From an optimization exercise on the open Yosys and OpenROAD flow, aimed at small area and a short achievable clock period; shortcuts taken in it are not production practice.
Only simulation tests tie the RTL to the original design; equivalence was not proved.

## run.sh

```bash
#!/bin/bash
# synth_recipe.tcl (not shown) runs the flow's synth.tcl, then flattens the netlist and writes it again
# the make line also repeats each setting of config.mk as NAME=value (left out here)
make -C /OpenROAD-flow-scripts/flow DESIGN_CONFIG=/design/flow/config.mk WORK_HOME=/design/flow/orfs CLKGATE_MAP_FILE= SYNTH_SCRIPT=/design/flow/synth_recipe.tcl finish
```

## config.mk

```make
export PLATFORM = sky130hd
export DESIGN_NAME = sfp_row_norm
export DESIGN_NICKNAME = sfp_row_norm
export VERILOG_FILES = /design/flow/design.v
export SDC_FILE = /design/flow/constraint.sdc
export NUM_CORES = 4
export LEC_CHECK = 0
export ABC_AREA = 1
export CAP_MARGIN = 20
export CORE_MARGIN = 2
export CORE_UTILIZATION = 50
export SLEW_MARGIN = 20
export SYNTH_HIERARCHICAL = 1
```

## constraint.sdc

```tcl
create_clock -name core_clock -period 75.0 [get_ports {clk}]
set_input_delay 15.0000 -clock core_clock [delete_from_list [all_inputs] [get_ports {clk}]]
set_output_delay 15.0000 -clock core_clock [all_outputs]
set_load 0.01 [all_outputs]
```

## design.v

```verilog
package sfp_pkg;
    localparam int COL_DEF   = 8;
    localparam int BW_DEF    = 8;
    localparam int SHIFT_DEF = 7;
    localparam int DEPTH_DEF = 16;
endpackage
import sfp_pkg::*;
module sfp_sum_fifo
#(
    parameter  int W     = 23,
    parameter  int DEPTH = DEPTH_DEF,
    localparam int AW    = $clog2(DEPTH),
    localparam int CW    = AW + 1
) (
    input  logic          clk,
    input  logic          reset,
    input  logic          push,       
    input  logic          pop_loc,    
    input  logic          pop_ext,    
    input  logic [W-1:0]  din_a,
    input  logic [W-1:0]  din_b,
    output logic [W-1:0]  loc_head,   
    output logic [W-1:0]  ext_head,   
    output logic          loc_empty,
    output logic          ext_valid,
    output logic          ready,      
    output logic [CW-1:0] loc_cnt,
    output logic [CW-1:0] ext_cnt
);
    logic [W-1:0]  mem [DEPTH];
    logic [AW-1:0] wr_ptr;
    logic [AW-1:0] loc_rd;
    logic [AW-1:0] ext_rd;
    logic          ext_pop_ok;
    logic [CW-1:0] loc_cnt_nx;
    logic [CW-1:0] ext_cnt_nx;
    logic [W-1:0]  stg_a;
    logic [W-1:0]  stg_b;
    logic [AW-1:0] stg_ptr;
    logic          stg_v;
    logic          stg_loc;    
    logic          stg_ext;    
    logic [W-1:0]  stg_sum;
    assign loc_empty  = (loc_cnt == '0);
    assign ext_valid  = (ext_cnt != '0);
    assign ready      = !loc_cnt[CW-1] && !ext_cnt[CW-1];
    assign ext_pop_ok = pop_ext && ext_valid;
    assign loc_cnt_nx = loc_cnt + CW'(push) - CW'(pop_loc);
    assign ext_cnt_nx = ext_cnt + CW'(push) - CW'(ext_pop_ok);
    assign stg_sum  = stg_a + stg_b;
    assign loc_head = stg_loc ? stg_sum : mem[loc_rd];
    assign ext_head = !ext_valid ? '0 : (stg_ext ? stg_sum : mem[ext_rd]);
    always_ff @(posedge clk) begin
        stg_a   <= din_a;
        stg_b   <= din_b;
        stg_ptr <= wr_ptr;
        if (stg_v) mem[stg_ptr] <= stg_sum;
    end
    always_ff @(posedge clk or negedge reset) begin
        if (!reset) begin
            wr_ptr  <= '0;
            loc_rd  <= '0;
            ext_rd  <= '0;
            loc_cnt <= '0;
            ext_cnt <= '0;
            stg_v   <= 1'b0;
            stg_loc <= 1'b0;
            stg_ext <= 1'b0;
        end else begin
            if (push)       wr_ptr <= wr_ptr + AW'(1);
            if (pop_loc)    loc_rd <= loc_rd + AW'(1);
            if (ext_pop_ok) ext_rd <= ext_rd + AW'(1);
            loc_cnt <= loc_cnt_nx;
            ext_cnt <= ext_cnt_nx;
            stg_v   <= push;
            stg_loc <= push && (loc_cnt_nx == CW'(1));
            stg_ext <= push && (ext_cnt_nx == CW'(1));
        end
    end
endmodule
import sfp_pkg::*;
module sfp_row_norm
#(
    parameter  int COL     = COL_DEF,
    parameter  int BW      = BW_DEF,
    parameter  int BW_PSUM = 2 * BW + 4,
    parameter  int SHIFT   = SHIFT_DEF,
    parameter  int DEPTH   = DEPTH_DEF,
    localparam int SUM_W   = BW_PSUM + $clog2(COL),
    localparam int CW      = $clog2(DEPTH) + 1
) (
    input  logic                   clk,
    input  logic                   reset,
    input  logic                   acc,
    input  logic                   div,
    input  logic                   sign_mode,
    input  logic [COL*BW_PSUM-1:0] sfp_in,
    input  logic [SUM_W-1:0]       sum_in,
    input  logic                   sum_in_valid,
    input  logic                   ext_rd,
    output logic [SUM_W-1:0]       sum_out,
    output logic                   sum_out_valid,
    output logic                   acc_ready,
    output logic [COL*BW_PSUM-1:0] sfp_out,
    output logic                   out_valid,
    output logic                   dz_flag,
    output logic                   div_err,
    output logic                   ovf,
    output logic [CW-1:0]          loc_cnt,
    output logic [CW-1:0]          ext_cnt
);
    logic [19:0] mag [8];
    logic [22:0] cs_a, cs_b;
    logic [22:0] loc_head;
    logic        loc_empty;
    logic        acc_rdy;
    logic        push;
    logic        div_ok;
    logic [16:0] d_sum;
    for (genvar i = 0; i < 8; i++) begin : g_mag
        sfp_lane_mag u_mag (.x(sfp_in[i*20 +: 20]), .mag(mag[i]));
    end
    sfp_row_csa u_csa (
        .m0(mag[0]), .m1(mag[1]), .m2(mag[2]), .m3(mag[3]),
        .m4(mag[4]), .m5(mag[5]), .m6(mag[6]), .m7(mag[7]),
        .sum_a(cs_a), .sum_b(cs_b)
    );
    assign div_ok = div && !loc_empty && sum_in_valid;
    assign push   = acc && acc_rdy;
    sfp_div_sum u_dsum (.h(loc_head[22:7]), .s(sum_in[22:7]), .d(d_sum));
    sfp_sum_fifo u_fifo (
        .clk      (clk),
        .reset    (reset),
        .push     (push),
        .pop_loc  (div_ok),
        .pop_ext  (ext_rd),
        .din_a    (cs_a),
        .din_b    (cs_b),
        .loc_head (loc_head),
        .ext_head (sum_out),
        .loc_empty(loc_empty),
        .ext_valid(sum_out_valid),
        .ready    (acc_rdy),
        .loc_cnt  (loc_cnt),
        .ext_cnt  (ext_cnt)
    );
    logic div_err_r, ovf_r;
    always_ff @(posedge clk or negedge reset) begin
        if (!reset) begin
            div_err_r <= 1'b0;
            ovf_r     <= 1'b0;
        end else begin
            div_err_r <= div && !div_ok;
            if (acc && !acc_rdy) ovf_r <= 1'b1;
        end
    end
    assign acc_ready = acc_rdy;
    assign div_err   = div_err_r;
    assign ovf       = ovf_r;
    logic [2:0] vld;
    always_ff @(posedge clk or negedge reset) begin
        if (!reset) vld <= '0;
        else        vld <= {vld[1:0], div_ok};
    end
    assign out_valid = vld[2];
    logic [16:0] d0;
    logic [19:0] a0 [8];
    logic [7:0]  ng0;
    always_ff @(posedge clk) begin
        d0 <= d_sum;
        for (int i = 0; i < 8; i++) begin
            a0[i]  <= mag[i];
            ng0[i] <= sign_mode & sfp_in[i*20+19];
        end
    end
    logic [16:0] hz0;
    logic [19:7] qs0 [8];
    logic [12:0] rn0 [8];
    sfp_div_hz u_hz0 (.d(d0), .hz(hz0));
    for (genvar i = 0; i < 8; i++) begin : g_div0
        sfp_div_rows_19_7 u_rows (.d(d0), .hz(hz0), .a(a0[i][19:0]), .r_out(rn0[i]), .q(qs0[i]));
    end
    logic [16:0] d1;
    logic [19:0] a1 [8];    
    logic [19:7] q1 [8];    
    logic [12:0] r1 [8];
    logic [7:0]  ng1, nz1;
    always_ff @(posedge clk) begin
        d1  <= d0;
        ng1 <= ng0;
        for (int i = 0; i < 8; i++) begin
            a1[i] <= a0[i];
            q1[i] <= qs0[i];
            r1[i] <= rn0[i];
            nz1[i] <= |a0[i];
        end
    end
    logic [16:0] hz1;
    logic [6:0] qs1 [8];
    sfp_div_hz u_hz1 (.d(d1), .hz(hz1));
    for (genvar i = 0; i < 8; i++) begin : g_div1
        sfp_div_rows_6_0 u_rows (.d(d1), .hz(hz1), .a(a1[i][6:0]), .r_in(r1[i]), .q(qs1[i]));
    end
    logic        dz;
    logic [19:0] qf [8];
    always_comb begin
        dz = ~|d1;
        for (int i = 0; i < 8; i++)
            qf[i] = dz ? {1'b0, {19{nz1[i]}}} : {q1[i][19:7], qs1[i]};
    end
    logic [19:0] qo [8];
    logic [7:0]  ngo;
    logic        dz_r;
    always_ff @(posedge clk) begin
        dz_r <= dz;
        ngo  <= ng1;
        for (int i = 0; i < 8; i++) qo[i] <= qf[i];
    end
    for (genvar i = 0; i < 8; i++) begin : g_sign
        sfp_res_sign u_sign (.q(qo[i]), .neg(ngo[i]), .y(sfp_out[i*20 +: 20]));
    end
    assign dz_flag = dz_r;
endmodule
module sfp_lane_mag (
    input  logic [19:0] x,
    output logic [19:0] mag
);
    wire lo_l0_1 = x[1] | x[0];
    wire lo_l0_3 = x[3] | x[2];
    wire lo_l0_5 = x[5] | x[4];
    wire lo_l0_7 = x[7] | x[6];
    wire lo_l0_9 = x[9] | x[8];
    wire lo_l0_11 = x[11] | x[10];
    wire lo_l0_13 = x[13] | x[12];
    wire lo_l0_15 = x[15] | x[14];
    wire lo_l0_17 = x[17] | x[16];
    wire lo_l0_19 = x[19] | x[18];
    wire lo_l1_2 = x[2] | lo_l0_1;
    wire lo_l1_3 = lo_l0_3 | lo_l0_1;
    wire lo_l1_6 = x[6] | lo_l0_5;
    wire lo_l1_7 = lo_l0_7 | lo_l0_5;
    wire lo_l1_10 = x[10] | lo_l0_9;
    wire lo_l1_11 = lo_l0_11 | lo_l0_9;
    wire lo_l1_14 = x[14] | lo_l0_13;
    wire lo_l1_15 = lo_l0_15 | lo_l0_13;
    wire lo_l1_18 = x[18] | lo_l0_17;
    wire lo_l1_19 = lo_l0_19 | lo_l0_17;
    wire lo_l2_4 = x[4] | lo_l1_3;
    wire lo_l2_5 = lo_l0_5 | lo_l1_3;
    wire lo_l2_6 = lo_l1_6 | lo_l1_3;
    wire lo_l2_7 = lo_l1_7 | lo_l1_3;
    wire lo_l2_12 = x[12] | lo_l1_11;
    wire lo_l2_13 = lo_l0_13 | lo_l1_11;
    wire lo_l2_14 = lo_l1_14 | lo_l1_11;
    wire lo_l2_15 = lo_l1_15 | lo_l1_11;
    wire lo_l3_8 = x[8] | lo_l2_7;
    wire lo_l3_9 = lo_l0_9 | lo_l2_7;
    wire lo_l3_10 = lo_l1_10 | lo_l2_7;
    wire lo_l3_11 = lo_l1_11 | lo_l2_7;
    wire lo_l3_12 = lo_l2_12 | lo_l2_7;
    wire lo_l3_13 = lo_l2_13 | lo_l2_7;
    wire lo_l3_14 = lo_l2_14 | lo_l2_7;
    wire lo_l3_15 = lo_l2_15 | lo_l2_7;
    wire lo_l4_16 = x[16] | lo_l3_15;
    wire lo_l4_17 = lo_l0_17 | lo_l3_15;
    wire lo_l4_18 = lo_l1_18 | lo_l3_15;
    wire lo_l4_19 = lo_l1_19 | lo_l3_15;
    wire [19:0] lo = {lo_l4_18, lo_l4_17, lo_l4_16, lo_l3_15, lo_l3_14, lo_l3_13, lo_l3_12, lo_l3_11, lo_l3_10, lo_l3_9, lo_l3_8, lo_l2_7, lo_l2_6, lo_l2_5, lo_l2_4, lo_l1_3, lo_l1_2, lo_l0_1, x[0], 1'b0};
    assign mag = x ^ ({20{x[19]}} & lo);
endmodule
module sfp_row_csa (
    input  logic [19:0] m0, m1, m2, m3, m4, m5, m6, m7,
    output logic [22:0] sum_a,
    output logic [22:0] sum_b
);
    wire s0 = m0[0] ^ m1[0] ^ m2[0];
    wire c0 = (m0[0] & m1[0]) | (m0[0] & m2[0]) | (m1[0] & m2[0]);
    wire s1 = m0[1] ^ m1[1] ^ m2[1];
    wire c1 = (m0[1] & m1[1]) | (m0[1] & m2[1]) | (m1[1] & m2[1]);
    wire s2 = m3[1] ^ m4[1];
    wire c2 = m3[1] & m4[1];
    wire s3 = m0[2] ^ m1[2] ^ m2[2];
    wire c3 = (m0[2] & m1[2]) | (m0[2] & m2[2]) | (m1[2] & m2[2]);
    wire s4 = m3[2] ^ m4[2] ^ m5[2];
    wire c4 = (m3[2] & m4[2]) | (m3[2] & m5[2]) | (m4[2] & m5[2]);
    wire s5 = m0[3] ^ m1[3] ^ m2[3];
    wire c5 = (m0[3] & m1[3]) | (m0[3] & m2[3]) | (m1[3] & m2[3]);
    wire s6 = m3[3] ^ m4[3] ^ m5[3];
    wire c6 = (m3[3] & m4[3]) | (m3[3] & m5[3]) | (m4[3] & m5[3]);
    wire s7 = m0[4] ^ m1[4] ^ m2[4];
    wire c7 = (m0[4] & m1[4]) | (m0[4] & m2[4]) | (m1[4] & m2[4]);
    wire s8 = m3[4] ^ m4[4] ^ m5[4];
    wire c8 = (m3[4] & m4[4]) | (m3[4] & m5[4]) | (m4[4] & m5[4]);
    wire s9 = m0[5] ^ m1[5] ^ m2[5];
    wire c9 = (m0[5] & m1[5]) | (m0[5] & m2[5]) | (m1[5] & m2[5]);
    wire s10 = m3[5] ^ m4[5] ^ m5[5];
    wire c10 = (m3[5] & m4[5]) | (m3[5] & m5[5]) | (m4[5] & m5[5]);
    wire s11 = m0[6] ^ m1[6] ^ m2[6];
    wire c11 = (m0[6] & m1[6]) | (m0[6] & m2[6]) | (m1[6] & m2[6]);
    wire s12 = m3[6] ^ m4[6] ^ m5[6];
    wire c12 = (m3[6] & m4[6]) | (m3[6] & m5[6]) | (m4[6] & m5[6]);
    wire s13 = m0[7] ^ m1[7] ^ m2[7];
    wire c13 = (m0[7] & m1[7]) | (m0[7] & m2[7]) | (m1[7] & m2[7]);
    wire s14 = m3[7] ^ m4[7] ^ m5[7];
    wire c14 = (m3[7] & m4[7]) | (m3[7] & m5[7]) | (m4[7] & m5[7]);
    wire s15 = m0[8] ^ m1[8] ^ m2[8];
    wire c15 = (m0[8] & m1[8]) | (m0[8] & m2[8]) | (m1[8] & m2[8]);
    wire s16 = m3[8] ^ m4[8] ^ m5[8];
    wire c16 = (m3[8] & m4[8]) | (m3[8] & m5[8]) | (m4[8] & m5[8]);
    wire s17 = m0[9] ^ m1[9] ^ m2[9];
    wire c17 = (m0[9] & m1[9]) | (m0[9] & m2[9]) | (m1[9] & m2[9]);
    wire s18 = m3[9] ^ m4[9] ^ m5[9];
    wire c18 = (m3[9] & m4[9]) | (m3[9] & m5[9]) | (m4[9] & m5[9]);
    wire s19 = m0[10] ^ m1[10] ^ m2[10];
    wire c19 = (m0[10] & m1[10]) | (m0[10] & m2[10]) | (m1[10] & m2[10]);
    wire s20 = m3[10] ^ m4[10] ^ m5[10];
    wire c20 = (m3[10] & m4[10]) | (m3[10] & m5[10]) | (m4[10] & m5[10]);
    wire s21 = m0[11] ^ m1[11] ^ m2[11];
    wire c21 = (m0[11] & m1[11]) | (m0[11] & m2[11]) | (m1[11] & m2[11]);
    wire s22 = m3[11] ^ m4[11] ^ m5[11];
    wire c22 = (m3[11] & m4[11]) | (m3[11] & m5[11]) | (m4[11] & m5[11]);
    wire s23 = m0[12] ^ m1[12] ^ m2[12];
    wire c23 = (m0[12] & m1[12]) | (m0[12] & m2[12]) | (m1[12] & m2[12]);
    wire s24 = m3[12] ^ m4[12] ^ m5[12];
    wire c24 = (m3[12] & m4[12]) | (m3[12] & m5[12]) | (m4[12] & m5[12]);
    wire s25 = m0[13] ^ m1[13] ^ m2[13];
    wire c25 = (m0[13] & m1[13]) | (m0[13] & m2[13]) | (m1[13] & m2[13]);
    wire s26 = m3[13] ^ m4[13] ^ m5[13];
    wire c26 = (m3[13] & m4[13]) | (m3[13] & m5[13]) | (m4[13] & m5[13]);
    wire s27 = m0[14] ^ m1[14] ^ m2[14];
    wire c27 = (m0[14] & m1[14]) | (m0[14] & m2[14]) | (m1[14] & m2[14]);
    wire s28 = m3[14] ^ m4[14] ^ m5[14];
    wire c28 = (m3[14] & m4[14]) | (m3[14] & m5[14]) | (m4[14] & m5[14]);
    wire s29 = m0[15] ^ m1[15] ^ m2[15];
    wire c29 = (m0[15] & m1[15]) | (m0[15] & m2[15]) | (m1[15] & m2[15]);
    wire s30 = m3[15] ^ m4[15] ^ m5[15];
    wire c30 = (m3[15] & m4[15]) | (m3[15] & m5[15]) | (m4[15] & m5[15]);
    wire s31 = m0[16] ^ m1[16] ^ m2[16];
    wire c31 = (m0[16] & m1[16]) | (m0[16] & m2[16]) | (m1[16] & m2[16]);
    wire s32 = m3[16] ^ m4[16] ^ m5[16];
    wire c32 = (m3[16] & m4[16]) | (m3[16] & m5[16]) | (m4[16] & m5[16]);
    wire s33 = m0[17] ^ m1[17] ^ m2[17];
    wire c33 = (m0[17] & m1[17]) | (m0[17] & m2[17]) | (m1[17] & m2[17]);
    wire s34 = m3[17] ^ m4[17] ^ m5[17];
    wire c34 = (m3[17] & m4[17]) | (m3[17] & m5[17]) | (m4[17] & m5[17]);
    wire s35 = m0[18] ^ m1[18] ^ m2[18];
    wire c35 = (m0[18] & m1[18]) | (m0[18] & m2[18]) | (m1[18] & m2[18]);
    wire s36 = m3[18] ^ m4[18] ^ m5[18];
    wire c36 = (m3[18] & m4[18]) | (m3[18] & m5[18]) | (m4[18] & m5[18]);
    wire s37 = m0[19] ^ m1[19] ^ m2[19];
    wire c37 = (m0[19] & m1[19]) | (m0[19] & m2[19]) | (m1[19] & m2[19]);
    wire s38 = m3[19] ^ m4[19] ^ m5[19];
    wire c38 = (m3[19] & m4[19]) | (m3[19] & m5[19]) | (m4[19] & m5[19]);
    wire s39 = s0 ^ m3[0] ^ m4[0];
    wire c39 = (s0 & m3[0]) | (s0 & m4[0]) | (m3[0] & m4[0]);
    wire s40 = c0 ^ s1 ^ s2;
    wire c40 = (c0 & s1) | (c0 & s2) | (s1 & s2);
    wire s41 = m5[1] ^ m6[1];
    wire c41 = m5[1] & m6[1];
    wire s42 = c1 ^ c2 ^ s3;
    wire c42 = (c1 & c2) | (c1 & s3) | (c2 & s3);
    wire s43 = s4 ^ m6[2] ^ m7[2];
    wire c43 = (s4 & m6[2]) | (s4 & m7[2]) | (m6[2] & m7[2]);
    wire s44 = c3 ^ c4 ^ s5;
    wire c44 = (c3 & c4) | (c3 & s5) | (c4 & s5);
    wire s45 = s6 ^ m6[3] ^ m7[3];
    wire c45 = (s6 & m6[3]) | (s6 & m7[3]) | (m6[3] & m7[3]);
    wire s46 = c5 ^ c6 ^ s7;
    wire c46 = (c5 & c6) | (c5 & s7) | (c6 & s7);
    wire s47 = s8 ^ m6[4] ^ m7[4];
    wire c47 = (s8 & m6[4]) | (s8 & m7[4]) | (m6[4] & m7[4]);
    wire s48 = c7 ^ c8 ^ s9;
    wire c48 = (c7 & c8) | (c7 & s9) | (c8 & s9);
    wire s49 = s10 ^ m6[5] ^ m7[5];
    wire c49 = (s10 & m6[5]) | (s10 & m7[5]) | (m6[5] & m7[5]);
    wire s50 = c9 ^ c10 ^ s11;
    wire c50 = (c9 & c10) | (c9 & s11) | (c10 & s11);
    wire s51 = s12 ^ m6[6] ^ m7[6];
    wire c51 = (s12 & m6[6]) | (s12 & m7[6]) | (m6[6] & m7[6]);
    wire s52 = c11 ^ c12 ^ s13;
    wire c52 = (c11 & c12) | (c11 & s13) | (c12 & s13);
    wire s53 = s14 ^ m6[7] ^ m7[7];
    wire c53 = (s14 & m6[7]) | (s14 & m7[7]) | (m6[7] & m7[7]);
    wire s54 = c13 ^ c14 ^ s15;
    wire c54 = (c13 & c14) | (c13 & s15) | (c14 & s15);
    wire s55 = s16 ^ m6[8] ^ m7[8];
    wire c55 = (s16 & m6[8]) | (s16 & m7[8]) | (m6[8] & m7[8]);
    wire s56 = c15 ^ c16 ^ s17;
    wire c56 = (c15 & c16) | (c15 & s17) | (c16 & s17);
    wire s57 = s18 ^ m6[9] ^ m7[9];
    wire c57 = (s18 & m6[9]) | (s18 & m7[9]) | (m6[9] & m7[9]);
    wire s58 = c17 ^ c18 ^ s19;
    wire c58 = (c17 & c18) | (c17 & s19) | (c18 & s19);
    wire s59 = s20 ^ m6[10] ^ m7[10];
    wire c59 = (s20 & m6[10]) | (s20 & m7[10]) | (m6[10] & m7[10]);
    wire s60 = c19 ^ c20 ^ s21;
    wire c60 = (c19 & c20) | (c19 & s21) | (c20 & s21);
    wire s61 = s22 ^ m6[11] ^ m7[11];
    wire c61 = (s22 & m6[11]) | (s22 & m7[11]) | (m6[11] & m7[11]);
    wire s62 = c21 ^ c22 ^ s23;
    wire c62 = (c21 & c22) | (c21 & s23) | (c22 & s23);
    wire s63 = s24 ^ m6[12] ^ m7[12];
    wire c63 = (s24 & m6[12]) | (s24 & m7[12]) | (m6[12] & m7[12]);
    wire s64 = c23 ^ c24 ^ s25;
    wire c64 = (c23 & c24) | (c23 & s25) | (c24 & s25);
    wire s65 = s26 ^ m6[13] ^ m7[13];
    wire c65 = (s26 & m6[13]) | (s26 & m7[13]) | (m6[13] & m7[13]);
    wire s66 = c25 ^ c26 ^ s27;
    wire c66 = (c25 & c26) | (c25 & s27) | (c26 & s27);
    wire s67 = s28 ^ m6[14] ^ m7[14];
    wire c67 = (s28 & m6[14]) | (s28 & m7[14]) | (m6[14] & m7[14]);
    wire s68 = c27 ^ c28 ^ s29;
    wire c68 = (c27 & c28) | (c27 & s29) | (c28 & s29);
    wire s69 = s30 ^ m6[15] ^ m7[15];
    wire c69 = (s30 & m6[15]) | (s30 & m7[15]) | (m6[15] & m7[15]);
    wire s70 = c29 ^ c30 ^ s31;
    wire c70 = (c29 & c30) | (c29 & s31) | (c30 & s31);
    wire s71 = s32 ^ m6[16] ^ m7[16];
    wire c71 = (s32 & m6[16]) | (s32 & m7[16]) | (m6[16] & m7[16]);
    wire s72 = c31 ^ c32 ^ s33;
    wire c72 = (c31 & c32) | (c31 & s33) | (c32 & s33);
    wire s73 = s34 ^ m6[17] ^ m7[17];
    wire c73 = (s34 & m6[17]) | (s34 & m7[17]) | (m6[17] & m7[17]);
    wire s74 = c33 ^ c34 ^ s35;
    wire c74 = (c33 & c34) | (c33 & s35) | (c34 & s35);
    wire s75 = s36 ^ m6[18] ^ m7[18];
    wire c75 = (s36 & m6[18]) | (s36 & m7[18]) | (m6[18] & m7[18]);
    wire s76 = c35 ^ c36 ^ s37;
    wire c76 = (c35 & c36) | (c35 & s37) | (c36 & s37);
    wire s77 = s38 ^ m6[19] ^ m7[19];
    wire c77 = (s38 & m6[19]) | (s38 & m7[19]) | (m6[19] & m7[19]);
    wire s78 = s39 ^ m5[0];
    wire c78 = s39 & m5[0];
    wire s79 = c39 ^ s40 ^ s41;
    wire c79 = (c39 & s40) | (c39 & s41) | (s40 & s41);
    wire s80 = c40 ^ c41 ^ s42;
    wire c80 = (c40 & c41) | (c40 & s42) | (c41 & s42);
    wire s81 = c42 ^ c43 ^ s44;
    wire c81 = (c42 & c43) | (c42 & s44) | (c43 & s44);
    wire s82 = c44 ^ c45 ^ s46;
    wire c82 = (c44 & c45) | (c44 & s46) | (c45 & s46);
    wire s83 = c46 ^ c47 ^ s48;
    wire c83 = (c46 & c47) | (c46 & s48) | (c47 & s48);
    wire s84 = c48 ^ c49 ^ s50;
    wire c84 = (c48 & c49) | (c48 & s50) | (c49 & s50);
    wire s85 = c50 ^ c51 ^ s52;
    wire c85 = (c50 & c51) | (c50 & s52) | (c51 & s52);
    wire s86 = c52 ^ c53 ^ s54;
    wire c86 = (c52 & c53) | (c52 & s54) | (c53 & s54);
    wire s87 = c54 ^ c55 ^ s56;
    wire c87 = (c54 & c55) | (c54 & s56) | (c55 & s56);
    wire s88 = c56 ^ c57 ^ s58;
    wire c88 = (c56 & c57) | (c56 & s58) | (c57 & s58);
    wire s89 = c58 ^ c59 ^ s60;
    wire c89 = (c58 & c59) | (c58 & s60) | (c59 & s60);
    wire s90 = c60 ^ c61 ^ s62;
    wire c90 = (c60 & c61) | (c60 & s62) | (c61 & s62);
    wire s91 = c62 ^ c63 ^ s64;
    wire c91 = (c62 & c63) | (c62 & s64) | (c63 & s64);
    wire s92 = c64 ^ c65 ^ s66;
    wire c92 = (c64 & c65) | (c64 & s66) | (c65 & s66);
    wire s93 = c66 ^ c67 ^ s68;
    wire c93 = (c66 & c67) | (c66 & s68) | (c67 & s68);
    wire s94 = c68 ^ c69 ^ s70;
    wire c94 = (c68 & c69) | (c68 & s70) | (c69 & s70);
    wire s95 = c70 ^ c71 ^ s72;
    wire c95 = (c70 & c71) | (c70 & s72) | (c71 & s72);
    wire s96 = c72 ^ c73 ^ s74;
    wire c96 = (c72 & c73) | (c72 & s74) | (c73 & s74);
    wire s97 = c74 ^ c75 ^ s76;
    wire c97 = (c74 & c75) | (c74 & s76) | (c75 & s76);
    wire s98 = c76 ^ c77 ^ c37;
    wire c98 = (c76 & c77) | (c76 & c37) | (c77 & c37);
    wire s99 = s78 ^ m6[0];
    wire c99 = s78 & m6[0];
    wire s100 = c78 ^ s79 ^ m7[1];
    wire c100 = (c78 & s79) | (c78 & m7[1]) | (s79 & m7[1]);
    wire s101 = c79 ^ s80 ^ s43;
    wire c101 = (c79 & s80) | (c79 & s43) | (s80 & s43);
    wire s102 = c80 ^ s81 ^ s45;
    wire c102 = (c80 & s81) | (c80 & s45) | (s81 & s45);
    wire s103 = c81 ^ s82 ^ s47;
    wire c103 = (c81 & s82) | (c81 & s47) | (s82 & s47);
    wire s104 = c82 ^ s83 ^ s49;
    wire c104 = (c82 & s83) | (c82 & s49) | (s83 & s49);
    wire s105 = c83 ^ s84 ^ s51;
    wire c105 = (c83 & s84) | (c83 & s51) | (s84 & s51);
    wire s106 = c84 ^ s85 ^ s53;
    wire c106 = (c84 & s85) | (c84 & s53) | (s85 & s53);
    wire s107 = c85 ^ s86 ^ s55;
    wire c107 = (c85 & s86) | (c85 & s55) | (s86 & s55);
    wire s108 = c86 ^ s87 ^ s57;
    wire c108 = (c86 & s87) | (c86 & s57) | (s87 & s57);
    wire s109 = c87 ^ s88 ^ s59;
    wire c109 = (c87 & s88) | (c87 & s59) | (s88 & s59);
    wire s110 = c88 ^ s89 ^ s61;
    wire c110 = (c88 & s89) | (c88 & s61) | (s89 & s61);
    wire s111 = c89 ^ s90 ^ s63;
    wire c111 = (c89 & s90) | (c89 & s63) | (s90 & s63);
    wire s112 = c90 ^ s91 ^ s65;
    wire c112 = (c90 & s91) | (c90 & s65) | (s91 & s65);
    wire s113 = c91 ^ s92 ^ s67;
    wire c113 = (c91 & s92) | (c91 & s67) | (s92 & s67);
    wire s114 = c92 ^ s93 ^ s69;
    wire c114 = (c92 & s93) | (c92 & s69) | (s93 & s69);
    wire s115 = c93 ^ s94 ^ s71;
    wire c115 = (c93 & s94) | (c93 & s71) | (s94 & s71);
    wire s116 = c94 ^ s95 ^ s73;
    wire c116 = (c94 & s95) | (c94 & s73) | (s95 & s73);
    wire s117 = c95 ^ s96 ^ s75;
    wire c117 = (c95 & s96) | (c95 & s75) | (s96 & s75);
    wire s118 = c96 ^ s97 ^ s77;
    wire c118 = (c96 & s97) | (c96 & s77) | (s97 & s77);
    wire s119 = c97 ^ s98 ^ c38;
    wire c119 = (c97 & s98) | (c97 & c38) | (s98 & c38);
    assign sum_a = {1'b0, c119, c118, c117, c116, c115, c114, c113, c112, c111, c110, c109, c108, c107, c106, c105, c104, c103, c102, c101, c100, c99, s99};
    assign sum_b = {1'b0, c98, s119, s118, s117, s116, s115, s114, s113, s112, s111, s110, s109, s108, s107, s106, s105, s104, s103, s102, s101, s100, m7[0]};
endmodule
module sfp_div_hz (
    input  logic [16:0] d,
    output logic [16:0] hz
);
    wire [16:0] dr = {d[0], d[1], d[2], d[3], d[4], d[5], d[6], d[7], d[8], d[9], d[10], d[11], d[12], d[13], d[14], d[15], d[16]};
    wire hzo_l0_1 = dr[1] | dr[0];
    wire hzo_l0_3 = dr[3] | dr[2];
    wire hzo_l0_5 = dr[5] | dr[4];
    wire hzo_l0_7 = dr[7] | dr[6];
    wire hzo_l0_9 = dr[9] | dr[8];
    wire hzo_l0_11 = dr[11] | dr[10];
    wire hzo_l0_13 = dr[13] | dr[12];
    wire hzo_l0_15 = dr[15] | dr[14];
    wire hzo_l1_2 = dr[2] | hzo_l0_1;
    wire hzo_l1_3 = hzo_l0_3 | hzo_l0_1;
    wire hzo_l1_6 = dr[6] | hzo_l0_5;
    wire hzo_l1_7 = hzo_l0_7 | hzo_l0_5;
    wire hzo_l1_10 = dr[10] | hzo_l0_9;
    wire hzo_l1_11 = hzo_l0_11 | hzo_l0_9;
    wire hzo_l1_14 = dr[14] | hzo_l0_13;
    wire hzo_l1_15 = hzo_l0_15 | hzo_l0_13;
    wire hzo_l2_4 = dr[4] | hzo_l1_3;
    wire hzo_l2_5 = hzo_l0_5 | hzo_l1_3;
    wire hzo_l2_6 = hzo_l1_6 | hzo_l1_3;
    wire hzo_l2_7 = hzo_l1_7 | hzo_l1_3;
    wire hzo_l2_12 = dr[12] | hzo_l1_11;
    wire hzo_l2_13 = hzo_l0_13 | hzo_l1_11;
    wire hzo_l2_14 = hzo_l1_14 | hzo_l1_11;
    wire hzo_l2_15 = hzo_l1_15 | hzo_l1_11;
    wire hzo_l3_8 = dr[8] | hzo_l2_7;
    wire hzo_l3_9 = hzo_l0_9 | hzo_l2_7;
    wire hzo_l3_10 = hzo_l1_10 | hzo_l2_7;
    wire hzo_l3_11 = hzo_l1_11 | hzo_l2_7;
    wire hzo_l3_12 = hzo_l2_12 | hzo_l2_7;
    wire hzo_l3_13 = hzo_l2_13 | hzo_l2_7;
    wire hzo_l3_14 = hzo_l2_14 | hzo_l2_7;
    wire hzo_l3_15 = hzo_l2_15 | hzo_l2_7;
    wire hzo_l4_16 = dr[16] | hzo_l3_15;
    wire [16:0] hzo = {hzo_l3_15, hzo_l3_14, hzo_l3_13, hzo_l3_12, hzo_l3_11, hzo_l3_10, hzo_l3_9, hzo_l3_8, hzo_l2_7, hzo_l2_6, hzo_l2_5, hzo_l2_4, hzo_l1_3, hzo_l1_2, hzo_l0_1, dr[0], 1'b0};
    assign hz[16] = ~d[16];
    assign hz[0] = ~(hzo[16] | d[16] | d[0]);
    assign hz[1] = ~(hzo[16] | d[1]);
    assign hz[2] = ~(hzo[15] | d[2]);
    assign hz[3] = ~(hzo[14] | d[3]);
    assign hz[4] = ~(hzo[13] | d[4]);
    assign hz[5] = ~(hzo[12] | d[5]);
    assign hz[6] = ~(hzo[11] | d[6]);
    assign hz[7] = ~(hzo[10] | d[7]);
    assign hz[8] = ~(hzo[9] | d[8]);
    assign hz[9] = ~(hzo[8] | d[9]);
    assign hz[10] = ~(hzo[7] | d[10]);
    assign hz[11] = ~(hzo[6] | d[11]);
    assign hz[12] = ~(hzo[5] | d[12]);
    assign hz[13] = ~(hzo[4] | d[13]);
    assign hz[14] = ~(hzo[3] | d[14]);
    assign hz[15] = ~(hzo[2] | d[15]);
endmodule
module sfp_div_rows_19_7 (
    input  logic [16:0] d,
    input  logic [16:0] hz,
    input  logic [19:0] a,
    output logic [12:0] r_out,
    output logic [19:7] q
);
    wire [0:0] t_19 = a[19];
    wire [0:0] ds_19 = d[0:0];
    logic [1:0] b_19;
    always_comb begin
        b_19[0] = 1'b0;
        for (int k = 0; k < 1; k++)
            b_19[k+1] = (~t_19[k] & ds_19[k]) | ((~t_19[k] | ds_19[k]) & b_19[k]);
    end
    wire g_19 = ~b_19[1] & hz[1];
    assign q[19] = g_19;
    wire [0:0] r_18 = t_19[0:0] ^ ({1{g_19}} & (ds_19[0:0] ^ b_19[0:0]));
    wire [1:0] t_18 = {r_18, a[18]};
    wire [1:0] ds_18 = d[1:0];
    logic [2:0] b_18;
    always_comb begin
        b_18[0] = 1'b0;
        for (int k = 0; k < 2; k++)
            b_18[k+1] = (~t_18[k] & ds_18[k]) | ((~t_18[k] | ds_18[k]) & b_18[k]);
    end
    wire g_18 = ~b_18[2] & hz[2];
    assign q[18] = g_18;
    wire [1:0] r_17 = t_18[1:0] ^ ({2{g_18}} & (ds_18[1:0] ^ b_18[1:0]));
    wire [2:0] t_17 = {r_17, a[17]};
    wire [2:0] ds_17 = d[2:0];
    logic [3:0] b_17;
    always_comb begin
        b_17[0] = 1'b0;
        for (int k = 0; k < 3; k++)
            b_17[k+1] = (~t_17[k] & ds_17[k]) | ((~t_17[k] | ds_17[k]) & b_17[k]);
    end
    wire g_17 = ~b_17[3] & hz[3];
    assign q[17] = g_17;
    wire [2:0] r_16 = t_17[2:0] ^ ({3{g_17}} & (ds_17[2:0] ^ b_17[2:0]));
    wire [3:0] t_16 = {r_16, a[16]};
    wire [3:0] ds_16 = d[3:0];
    logic [4:0] b_16;
    always_comb begin
        b_16[0] = 1'b0;
        for (int k = 0; k < 4; k++)
            b_16[k+1] = (~t_16[k] & ds_16[k]) | ((~t_16[k] | ds_16[k]) & b_16[k]);
    end
    wire g_16 = ~b_16[4] & hz[4];
    assign q[16] = g_16;
    wire [3:0] r_15 = t_16[3:0] ^ ({4{g_16}} & (ds_16[3:0] ^ b_16[3:0]));
    wire [4:0] t_15 = {r_15, a[15]};
    wire [4:0] ds_15 = d[4:0];
    logic [5:0] b_15;
    always_comb begin
        b_15[0] = 1'b0;
        for (int k = 0; k < 5; k++)
            b_15[k+1] = (~t_15[k] & ds_15[k]) | ((~t_15[k] | ds_15[k]) & b_15[k]);
    end
    wire g_15 = ~b_15[5] & hz[5];
    assign q[15] = g_15;
    wire [4:0] r_14 = t_15[4:0] ^ ({5{g_15}} & (ds_15[4:0] ^ b_15[4:0]));
    wire [5:0] t_14 = {r_14, a[14]};
    wire [5:0] ds_14 = d[5:0];
    logic [6:0] b_14;
    always_comb begin
        b_14[0] = 1'b0;
        for (int k = 0; k < 6; k++)
            b_14[k+1] = (~t_14[k] & ds_14[k]) | ((~t_14[k] | ds_14[k]) & b_14[k]);
    end
    wire g_14 = ~b_14[6] & hz[6];
    assign q[14] = g_14;
    wire [5:0] r_13 = t_14[5:0] ^ ({6{g_14}} & (ds_14[5:0] ^ b_14[5:0]));
    wire [6:0] t_13 = {r_13, a[13]};
    wire [6:0] ds_13 = d[6:0];
    logic [7:0] b_13;
    always_comb begin
        b_13[0] = 1'b0;
        for (int k = 0; k < 7; k++)
            b_13[k+1] = (~t_13[k] & ds_13[k]) | ((~t_13[k] | ds_13[k]) & b_13[k]);
    end
    wire g_13 = ~b_13[7] & hz[7];
    assign q[13] = g_13;
    wire [6:0] r_12 = t_13[6:0] ^ ({7{g_13}} & (ds_13[6:0] ^ b_13[6:0]));
    wire [7:0] t_12 = {r_12, a[12]};
    wire [7:0] ds_12 = d[7:0];
    logic [8:0] b_12;
    always_comb begin
        b_12[0] = 1'b0;
        for (int k = 0; k < 8; k++)
            b_12[k+1] = (~t_12[k] & ds_12[k]) | ((~t_12[k] | ds_12[k]) & b_12[k]);
    end
    wire g_12 = ~b_12[8] & hz[8];
    assign q[12] = g_12;
    wire [7:0] r_11 = t_12[7:0] ^ ({8{g_12}} & (ds_12[7:0] ^ b_12[7:0]));
    wire [8:0] t_11 = {r_11, a[11]};
    wire [8:0] ds_11 = d[8:0];
    logic [9:0] b_11;
    always_comb begin
        b_11[0] = 1'b0;
        for (int k = 0; k < 9; k++)
            b_11[k+1] = (~t_11[k] & ds_11[k]) | ((~t_11[k] | ds_11[k]) & b_11[k]);
    end
    wire g_11 = ~b_11[9] & hz[9];
    assign q[11] = g_11;
    wire [8:0] r_10 = t_11[8:0] ^ ({9{g_11}} & (ds_11[8:0] ^ b_11[8:0]));
    wire [9:0] t_10 = {r_10, a[10]};
    wire [9:0] ds_10 = d[9:0];
    logic [10:0] b_10;
    always_comb begin
        b_10[0] = 1'b0;
        for (int k = 0; k < 10; k++)
            b_10[k+1] = (~t_10[k] & ds_10[k]) | ((~t_10[k] | ds_10[k]) & b_10[k]);
    end
    wire g_10 = ~b_10[10] & hz[10];
    assign q[10] = g_10;
    wire [9:0] r_9 = t_10[9:0] ^ ({10{g_10}} & (ds_10[9:0] ^ b_10[9:0]));
    wire [10:0] t_9 = {r_9, a[9]};
    wire [10:0] ds_9 = d[10:0];
    logic [11:0] b_9;
    always_comb begin
        b_9[0] = 1'b0;
        for (int k = 0; k < 11; k++)
            b_9[k+1] = (~t_9[k] & ds_9[k]) | ((~t_9[k] | ds_9[k]) & b_9[k]);
    end
    wire g_9 = ~b_9[11] & hz[11];
    assign q[9] = g_9;
    wire [10:0] r_8 = t_9[10:0] ^ ({11{g_9}} & (ds_9[10:0] ^ b_9[10:0]));
    wire [11:0] t_8 = {r_8, a[8]};
    wire [11:0] ds_8 = d[11:0];
    logic [12:0] b_8;
    always_comb begin
        b_8[0] = 1'b0;
        for (int k = 0; k < 12; k++)
            b_8[k+1] = (~t_8[k] & ds_8[k]) | ((~t_8[k] | ds_8[k]) & b_8[k]);
    end
    wire g_8 = ~b_8[12] & hz[12];
    assign q[8] = g_8;
    wire [11:0] r_7 = t_8[11:0] ^ ({12{g_8}} & (ds_8[11:0] ^ b_8[11:0]));
    wire [12:0] t_7 = {r_7, a[7]};
    wire [12:0] ds_7 = d[12:0];
    logic [13:0] b_7;
    always_comb begin
        b_7[0] = 1'b0;
        for (int k = 0; k < 13; k++)
            b_7[k+1] = (~t_7[k] & ds_7[k]) | ((~t_7[k] | ds_7[k]) & b_7[k]);
    end
    wire g_7 = ~b_7[13] & hz[13];
    assign q[7] = g_7;
    assign r_out = t_7[12:0] ^ ({13{g_7}} & (ds_7[12:0] ^ b_7[12:0]));
endmodule
module sfp_div_rows_6_0 (
    input  logic [16:0] d,
    input  logic [16:0] hz,
    input  logic [6:0] a,
    input  logic [12:0] r_in,
    output logic [6:0] q
);
    wire [13:0] t_6 = {r_in, a[6]};
    wire [13:0] ds_6 = d[13:0];
    logic [14:0] b_6;
    always_comb begin
        b_6[0] = 1'b0;
        for (int k = 0; k < 14; k++)
            b_6[k+1] = (~t_6[k] & ds_6[k]) | ((~t_6[k] | ds_6[k]) & b_6[k]);
    end
    wire g_6 = ~b_6[14] & hz[14];
    assign q[6] = g_6;
    wire [13:0] r_5 = t_6[13:0] ^ ({14{g_6}} & (ds_6[13:0] ^ b_6[13:0]));
    wire [14:0] t_5 = {r_5, a[5]};
    wire [14:0] ds_5 = d[14:0];
    logic [15:0] b_5;
    always_comb begin
        b_5[0] = 1'b0;
        for (int k = 0; k < 15; k++)
            b_5[k+1] = (~t_5[k] & ds_5[k]) | ((~t_5[k] | ds_5[k]) & b_5[k]);
    end
    wire g_5 = ~b_5[15] & hz[15];
    assign q[5] = g_5;
    wire [14:0] r_4 = t_5[14:0] ^ ({15{g_5}} & (ds_5[14:0] ^ b_5[14:0]));
    wire [15:0] t_4 = {r_4, a[4]};
    wire [15:0] ds_4 = d[15:0];
    logic [16:0] b_4;
    always_comb begin
        b_4[0] = 1'b0;
        for (int k = 0; k < 16; k++)
            b_4[k+1] = (~t_4[k] & ds_4[k]) | ((~t_4[k] | ds_4[k]) & b_4[k]);
    end
    wire g_4 = ~b_4[16] & hz[16];
    assign q[4] = g_4;
    wire [15:0] r_3 = t_4[15:0] ^ ({16{g_4}} & (ds_4[15:0] ^ b_4[15:0]));
    wire [16:0] t_3 = {r_3, a[3]};
    wire [16:0] ds_3 = 17'(d);
    logic [17:0] b_3;
    always_comb begin
        b_3[0] = 1'b0;
        for (int k = 0; k < 17; k++)
            b_3[k+1] = (~t_3[k] & ds_3[k]) | ((~t_3[k] | ds_3[k]) & b_3[k]);
    end
    wire g_3 = ~b_3[17] & 1'b1;
    assign q[3] = g_3;
    wire [16:0] r_2 = t_3[16:0] ^ ({17{g_3}} & (ds_3[16:0] ^ b_3[16:0]));
    wire [17:0] t_2 = {r_2, a[2]};
    wire [17:0] ds_2 = 18'(d);
    logic [18:0] b_2;
    always_comb begin
        b_2[0] = 1'b0;
        for (int k = 0; k < 18; k++)
            b_2[k+1] = (~t_2[k] & ds_2[k]) | ((~t_2[k] | ds_2[k]) & b_2[k]);
    end
    wire g_2 = ~b_2[18] & 1'b1;
    assign q[2] = g_2;
    wire [16:0] r_1 = t_2[16:0] ^ ({17{g_2}} & (ds_2[16:0] ^ b_2[16:0]));
    wire [17:0] t_1 = {r_1, a[1]};
    wire [17:0] ds_1 = 18'(d);
    logic [18:0] b_1;
    always_comb begin
        b_1[0] = 1'b0;
        for (int k = 0; k < 18; k++)
            b_1[k+1] = (~t_1[k] & ds_1[k]) | ((~t_1[k] | ds_1[k]) & b_1[k]);
    end
    wire g_1 = ~b_1[18] & 1'b1;
    assign q[1] = g_1;
    wire [16:0] r_0 = t_1[16:0] ^ ({17{g_1}} & (ds_1[16:0] ^ b_1[16:0]));
    wire [17:0] t_0 = {r_0, a[0]};
    wire [17:0] ds_0 = 18'(d);
    logic [18:0] b_0;
    always_comb begin
        b_0[0] = 1'b0;
        for (int k = 0; k < 18; k++)
            b_0[k+1] = (~t_0[k] & ds_0[k]) | ((~t_0[k] | ds_0[k]) & b_0[k]);
    end
    wire g_0 = ~b_0[18] & 1'b1;
    assign q[0] = g_0;
endmodule
module sfp_res_sign (
    input  logic [19:0] q,
    input  logic        neg,
    output logic [19:0] y
);
    wire po_l0_1 = q[1] | q[0];
    wire po_l0_3 = q[3] | q[2];
    wire po_l0_5 = q[5] | q[4];
    wire po_l0_7 = q[7] | q[6];
    wire po_l0_9 = q[9] | q[8];
    wire po_l0_11 = q[11] | q[10];
    wire po_l0_13 = q[13] | q[12];
    wire po_l0_15 = q[15] | q[14];
    wire po_l0_17 = q[17] | q[16];
    wire po_l0_19 = q[19] | q[18];
    wire po_l1_2 = q[2] | po_l0_1;
    wire po_l1_3 = po_l0_3 | po_l0_1;
    wire po_l1_6 = q[6] | po_l0_5;
    wire po_l1_7 = po_l0_7 | po_l0_5;
    wire po_l1_10 = q[10] | po_l0_9;
    wire po_l1_11 = po_l0_11 | po_l0_9;
    wire po_l1_14 = q[14] | po_l0_13;
    wire po_l1_15 = po_l0_15 | po_l0_13;
    wire po_l1_18 = q[18] | po_l0_17;
    wire po_l1_19 = po_l0_19 | po_l0_17;
    wire po_l2_4 = q[4] | po_l1_3;
    wire po_l2_5 = po_l0_5 | po_l1_3;
    wire po_l2_6 = po_l1_6 | po_l1_3;
    wire po_l2_7 = po_l1_7 | po_l1_3;
    wire po_l2_12 = q[12] | po_l1_11;
    wire po_l2_13 = po_l0_13 | po_l1_11;
    wire po_l2_14 = po_l1_14 | po_l1_11;
    wire po_l2_15 = po_l1_15 | po_l1_11;
    wire po_l3_8 = q[8] | po_l2_7;
    wire po_l3_9 = po_l0_9 | po_l2_7;
    wire po_l3_10 = po_l1_10 | po_l2_7;
    wire po_l3_11 = po_l1_11 | po_l2_7;
    wire po_l3_12 = po_l2_12 | po_l2_7;
    wire po_l3_13 = po_l2_13 | po_l2_7;
    wire po_l3_14 = po_l2_14 | po_l2_7;
    wire po_l3_15 = po_l2_15 | po_l2_7;
    wire po_l4_16 = q[16] | po_l3_15;
    wire po_l4_17 = po_l0_17 | po_l3_15;
    wire po_l4_18 = po_l1_18 | po_l3_15;
    wire po_l4_19 = po_l1_19 | po_l3_15;
    wire [19:0] po = {po_l4_18, po_l4_17, po_l4_16, po_l3_15, po_l3_14, po_l3_13, po_l3_12, po_l3_11, po_l3_10, po_l3_9, po_l3_8, po_l2_7, po_l2_6, po_l2_5, po_l2_4, po_l1_3, po_l1_2, po_l0_1, q[0], 1'b0};
    assign y = q ^ ({20{neg}} & po);
endmodule
module sfp_div_sum (
    input  logic [15:0] h,
    input  logic [15:0] s,
    output logic [16:0] d
);
    wire dd_g0 = h[0] & s[0];
    wire dd_p0 = h[0] ^ s[0];
    wire dd_g1 = h[1] & s[1];
    wire dd_p1 = h[1] ^ s[1];
    wire dd_g2 = h[2] & s[2];
    wire dd_p2 = h[2] ^ s[2];
    wire dd_g3 = h[3] & s[3];
    wire dd_p3 = h[3] ^ s[3];
    wire dd_g4 = h[4] & s[4];
    wire dd_p4 = h[4] ^ s[4];
    wire dd_g5 = h[5] & s[5];
    wire dd_p5 = h[5] ^ s[5];
    wire dd_g6 = h[6] & s[6];
    wire dd_p6 = h[6] ^ s[6];
    wire dd_g7 = h[7] & s[7];
    wire dd_p7 = h[7] ^ s[7];
    wire dd_g8 = h[8] & s[8];
    wire dd_p8 = h[8] ^ s[8];
    wire dd_g9 = h[9] & s[9];
    wire dd_p9 = h[9] ^ s[9];
    wire dd_g10 = h[10] & s[10];
    wire dd_p10 = h[10] ^ s[10];
    wire dd_g11 = h[11] & s[11];
    wire dd_p11 = h[11] ^ s[11];
    wire dd_g12 = h[12] & s[12];
    wire dd_p12 = h[12] ^ s[12];
    wire dd_g13 = h[13] & s[13];
    wire dd_p13 = h[13] ^ s[13];
    wire dd_g14 = h[14] & s[14];
    wire dd_p14 = h[14] ^ s[14];
    wire dd_g15 = h[15] & s[15];
    wire dd_p15 = h[15] ^ s[15];
    wire dd_g16 = 1'b0 & 1'b0;
    wire dd_p16 = 1'b0 ^ 1'b0;
    wire dd_G0_1 = dd_g1 | (dd_p1 & dd_g0);
    wire dd_P0_1 = dd_p1 & dd_p0;
    wire dd_G0_3 = dd_g3 | (dd_p3 & dd_g2);
    wire dd_P0_3 = dd_p3 & dd_p2;
    wire dd_G0_5 = dd_g5 | (dd_p5 & dd_g4);
    wire dd_P0_5 = dd_p5 & dd_p4;
    wire dd_G0_7 = dd_g7 | (dd_p7 & dd_g6);
    wire dd_P0_7 = dd_p7 & dd_p6;
    wire dd_G0_9 = dd_g9 | (dd_p9 & dd_g8);
    wire dd_P0_9 = dd_p9 & dd_p8;
    wire dd_G0_11 = dd_g11 | (dd_p11 & dd_g10);
    wire dd_P0_11 = dd_p11 & dd_p10;
    wire dd_G0_13 = dd_g13 | (dd_p13 & dd_g12);
    wire dd_P0_13 = dd_p13 & dd_p12;
    wire dd_G0_15 = dd_g15 | (dd_p15 & dd_g14);
    wire dd_P0_15 = dd_p15 & dd_p14;
    wire dd_G1_2 = dd_g2 | (dd_p2 & dd_G0_1);
    wire dd_P1_2 = dd_p2 & dd_P0_1;
    wire dd_G1_3 = dd_G0_3 | (dd_P0_3 & dd_G0_1);
    wire dd_P1_3 = dd_P0_3 & dd_P0_1;
    wire dd_G1_6 = dd_g6 | (dd_p6 & dd_G0_5);
    wire dd_P1_6 = dd_p6 & dd_P0_5;
    wire dd_G1_7 = dd_G0_7 | (dd_P0_7 & dd_G0_5);
    wire dd_P1_7 = dd_P0_7 & dd_P0_5;
    wire dd_G1_10 = dd_g10 | (dd_p10 & dd_G0_9);
    wire dd_P1_10 = dd_p10 & dd_P0_9;
    wire dd_G1_11 = dd_G0_11 | (dd_P0_11 & dd_G0_9);
    wire dd_P1_11 = dd_P0_11 & dd_P0_9;
    wire dd_G1_14 = dd_g14 | (dd_p14 & dd_G0_13);
    wire dd_P1_14 = dd_p14 & dd_P0_13;
    wire dd_G1_15 = dd_G0_15 | (dd_P0_15 & dd_G0_13);
    wire dd_P1_15 = dd_P0_15 & dd_P0_13;
    wire dd_G2_4 = dd_g4 | (dd_p4 & dd_G1_3);
    wire dd_P2_4 = dd_p4 & dd_P1_3;
    wire dd_G2_5 = dd_G0_5 | (dd_P0_5 & dd_G1_3);
    wire dd_P2_5 = dd_P0_5 & dd_P1_3;
    wire dd_G2_6 = dd_G1_6 | (dd_P1_6 & dd_G1_3);
    wire dd_P2_6 = dd_P1_6 & dd_P1_3;
    wire dd_G2_7 = dd_G1_7 | (dd_P1_7 & dd_G1_3);
    wire dd_P2_7 = dd_P1_7 & dd_P1_3;
    wire dd_G2_12 = dd_g12 | (dd_p12 & dd_G1_11);
    wire dd_P2_12 = dd_p12 & dd_P1_11;
    wire dd_G2_13 = dd_G0_13 | (dd_P0_13 & dd_G1_11);
    wire dd_P2_13 = dd_P0_13 & dd_P1_11;
    wire dd_G2_14 = dd_G1_14 | (dd_P1_14 & dd_G1_11);
    wire dd_P2_14 = dd_P1_14 & dd_P1_11;
    wire dd_G2_15 = dd_G1_15 | (dd_P1_15 & dd_G1_11);
    wire dd_P2_15 = dd_P1_15 & dd_P1_11;
    wire dd_G3_8 = dd_g8 | (dd_p8 & dd_G2_7);
    wire dd_P3_8 = dd_p8 & dd_P2_7;
    wire dd_G3_9 = dd_G0_9 | (dd_P0_9 & dd_G2_7);
    wire dd_P3_9 = dd_P0_9 & dd_P2_7;
    wire dd_G3_10 = dd_G1_10 | (dd_P1_10 & dd_G2_7);
    wire dd_P3_10 = dd_P1_10 & dd_P2_7;
    wire dd_G3_11 = dd_G1_11 | (dd_P1_11 & dd_G2_7);
    wire dd_P3_11 = dd_P1_11 & dd_P2_7;
    wire dd_G3_12 = dd_G2_12 | (dd_P2_12 & dd_G2_7);
    wire dd_P3_12 = dd_P2_12 & dd_P2_7;
    wire dd_G3_13 = dd_G2_13 | (dd_P2_13 & dd_G2_7);
    wire dd_P3_13 = dd_P2_13 & dd_P2_7;
    wire dd_G3_14 = dd_G2_14 | (dd_P2_14 & dd_G2_7);
    wire dd_P3_14 = dd_P2_14 & dd_P2_7;
    wire dd_G3_15 = dd_G2_15 | (dd_P2_15 & dd_G2_7);
    wire dd_P3_15 = dd_P2_15 & dd_P2_7;
    wire dd_G4_16 = dd_g16 | (dd_p16 & dd_G3_15);
    wire dd_P4_16 = dd_p16 & dd_P3_15;
    wire [16:0] dd = {(dd_p16 ^ dd_G3_15), (dd_p15 ^ dd_G3_14), (dd_p14 ^ dd_G3_13), (dd_p13 ^ dd_G3_12), (dd_p12 ^ dd_G3_11), (dd_p11 ^ dd_G3_10), (dd_p10 ^ dd_G3_9), (dd_p9 ^ dd_G3_8), (dd_p8 ^ dd_G2_7), (dd_p7 ^ dd_G2_6), (dd_p6 ^ dd_G2_5), (dd_p5 ^ dd_G2_4), (dd_p4 ^ dd_G1_3), (dd_p3 ^ dd_G1_2), (dd_p2 ^ dd_G0_1), (dd_p1 ^ dd_g0), dd_p0};
    assign d = dd;
endmodule
```

==> results.txt <==
-- final cells by class --
cell class | count | area (um^2) | share of cell area
antenna | 13 | 32.5 | 0.000237
clock buffer | 175 | 3810 | 0.0277
inverter | 2908 | 11000 | 0.0801
clock inverter | 82 | 1070 | 0.00779
tap | 3384 | 4230 | 0.0308
multi-input combinational | 15507 | 86400 | 0.628
sequential | 1099 | 26000 | 0.189
timing repair buffer | 530 | 4990 | 0.0363
-- flip-flops by register name, summed over array words and instances (netlist names), 17 cells and up --
name,flops
a0,160
u_fifo.stg_b,23
u_fifo.mem,368
d0,17
q1,104
r1,104
a1,56
d1,17
qo,160
u_fifo.stg_a,23
-- worst max path at each step --
stage | start | end | slack, ps | depth (start not counted)
2_1_floorplan | sfp_in[4] | u_fifo.stg_b[8] | 56910 | 13
4_1_cts | u_fifo.ext_rd[0] | sum_out[16] | 55630 | 11
3_5_place_dp | sfp_in[39] | u_fifo.stg_b[3] | 55270 | 13
5_1_grt | u_fifo.ext_rd[0] | sum_out[16] | 55340 | 11
6_report | u_fifo.ext_rd[0] | sum_out[11] | 55590 | 11
3_3_place_gp | sfp_in[79] | u_fifo.stg_b[4] | 55310 | 11
-- metal layers --
layer / part of all wire / track usage / wire (um) / vias to the layer above
met3: 0.063 / 0.0367 / 26400 / 612
met1: 0.45 / 0.417 / 187000 / 56543
met4: 0.049 / 0.137 / 20600 / 20
met2: 0.44 / 0.507 / 185000 / 3223
met5: 0.00029 / 0 / 120 / -
li1: - / - / - / 63720
-- per-stage QoR --
stage                      util  cells  hold WS [ps]  setup slack (ps)
after CTS                 0.535  23684           322             55630
after detailed placement  0.516  23427           312             55270
after floorplan               -  20460           310             56910
final                     0.536  23698           323             55590
after global routing      0.536  23695           329             55340
after global placement    0.516  23426           310             55310
-- worst reg2reg max path, delay by kind of cell, from the launching register on --
family                 cells  cell delay (ps)
AO/OA/AOI/OAI              1              530
flip-flops                 1              770
XOR/XNOR                   4              850
buffers and inverters      5             1230
AND/OR/NAND/NOR          117            12440
==> flow_metrics.py <==
metrics = {
    "status": {
        "status": "timing/DRC/antenna clean",
    },
    "place": {
        "gp_congestion": 0.985,
        "dp_hpwl_mm": 318,
        "dpl_cell_area_um2": 133000,
        "port_buffers": 381,
    },
    "timing": {
        "max_slew_margin": 0.213,
        "finalSetupViolations": 0,
        "max_freq_mhz": 51.5,
        "timing.final.max_slew_violations": 0,
        "post-route-period-util": 0.259,
        "rsz0062_at_grt": "false",
        "skew_ps": 98.8,
        "tns_ps": 0,
        "period_minus_slack_ps": 19410,
        "finalHoldViolations": 0,
        "worst_pin_slew_ps": 1170,
    },
    "cts": {
        "cts_sinks": 1099,
        "cts_tree": "done",
        "numCtsBuffers": 138,
        "cts_root_buffer": "clkbuf_16",
        "cts_resized": 0,
        "path_clk_slew_ps": 60,
        "cts_max_path_buffers": 3,
        "clock_latency_ps": 870,
        "cts_htree_levels": 4,
        "cts_setup_buffers": 0,
        "cts_hold_buf": 0,
    },
    "finish": {
        "layout_commonest_cell": "nand2_1",
        "area_growth_pct": 6.60,
        "fill_cells": 26487,
        "drive_above_1_share": 0.123,
        "stdcell_area_um2": 138000,
        "layout.nets": 20553,
        "final_cell_mix": "6551 x nand2_1, 2744 x nand3_1, 2566 x inv_1",
    },
    "job": {
        "maxCapViolCount": 0,
    },
    "yosys": {
        "syn_inst": 20459,
        "syn-mean-instance-area_um2": 6.31,
        "netlist_area_um2": 129000,
        "yosysWarnings": 26,
    },
    "critical_path": {
        "critPathMostFrequentCell": "nand2_1",
        "cp-start-kind": "flop",
        "rrSetupSlack_ps": 59080,
        "cp_num_buf_inv": 3,
        "r2r-start": "d1[1]",
        "cp_slowest_cell": "buf_4",
        "regToRegEndpoint": "qo[0][0]",
        "worst_ep_arrival_time_ps": 4410,
        "worstSetupPathType": "flop to primary output",
        "cpLargestDelayFamily": "buffers and inverters",
        "worstPathRequired_ps": 60000,
        "max_stage_delay_ps": 840,
        "crit_path_cell_trace": "buf_4 -> buf_4 -> a21oi_1 -> o21ai_0 -> nand3_1 -> nand3_1 -> nand2_1 -> nand2_1 -> nand2_1 -> nor2_1 -> clkdlybuf4s50_1",
        "cp-end-kind": "primary output",
        "cp_max_fo": 94,
        "ff2ff_path_depth": 127,
    },
    "route": {
        "postRouteAntennaNets": 0,
        "drtIter0Drc": 9648,
        "vias": 124118,
        "drt_first_pass_iters": 8,
        "viasPerCell": 5.24,
        "drc": 0,
        "totalWireLength_mm": 419,
        "wire_per_inst_um": 17.7,
    },
    "floorplanning": {
        "core_area_um2": 257000,
        "dieWidth_um": 512,
        "ios": 389,
        "die_h_um": 512,
        "start_util": 0.503,
        "dieArea_um2": 262000,
        "rows": 186,
    },
    "global_route": {
        "grt.total_usage": 0.313,
        "overflow": 0,
        "grt_start_max_net_pins": 103,
        "grt_antenna_before_repair": 39,
        "grt_pass1_wl_mm": 647,
        "grt_pass1_vias": 112431,
    },
    "worst_hold_path": {
        "min-delay-start": "ng1[7]",
        "worstHoldPathType": "flop to flop",
        "whs_endpoint": "ngo[7]",
        "whs_path_depth": 0,
    },
}

## afterwards: timing with drivers on the ports
In the flow no input, the clock included, has a driving cell. The finished layout below was timed again as built, in two steps.
Step 1 sets driving cells, clkbuf_16 on the clock port and buf_2 on the other inputs (assumed; they add their load-dependent delay and slew).
Step 2 adds t to the input delays and takes it off the output delays; t is the mean of the earliest and latest rising clock arrival at the registers after step 1. Input paths then give back, and output paths get back, about the clock's delay inside the block.
Three values: ideal ports, drivers, drivers and shift; two values: the first two.
shift t [ns]: 0.928
slack for setup (ns): 55.588 / 55.487 / 55.118
latest minus earliest clock arrival (ns): 0.107 / 0.107
worst slew at a driven data input, ns: 0.25
After both steps this run still meets setup and hold. For this run, drivers alone change the setup slack by -0.101 ns; drivers and shift together by -0.470 ns.
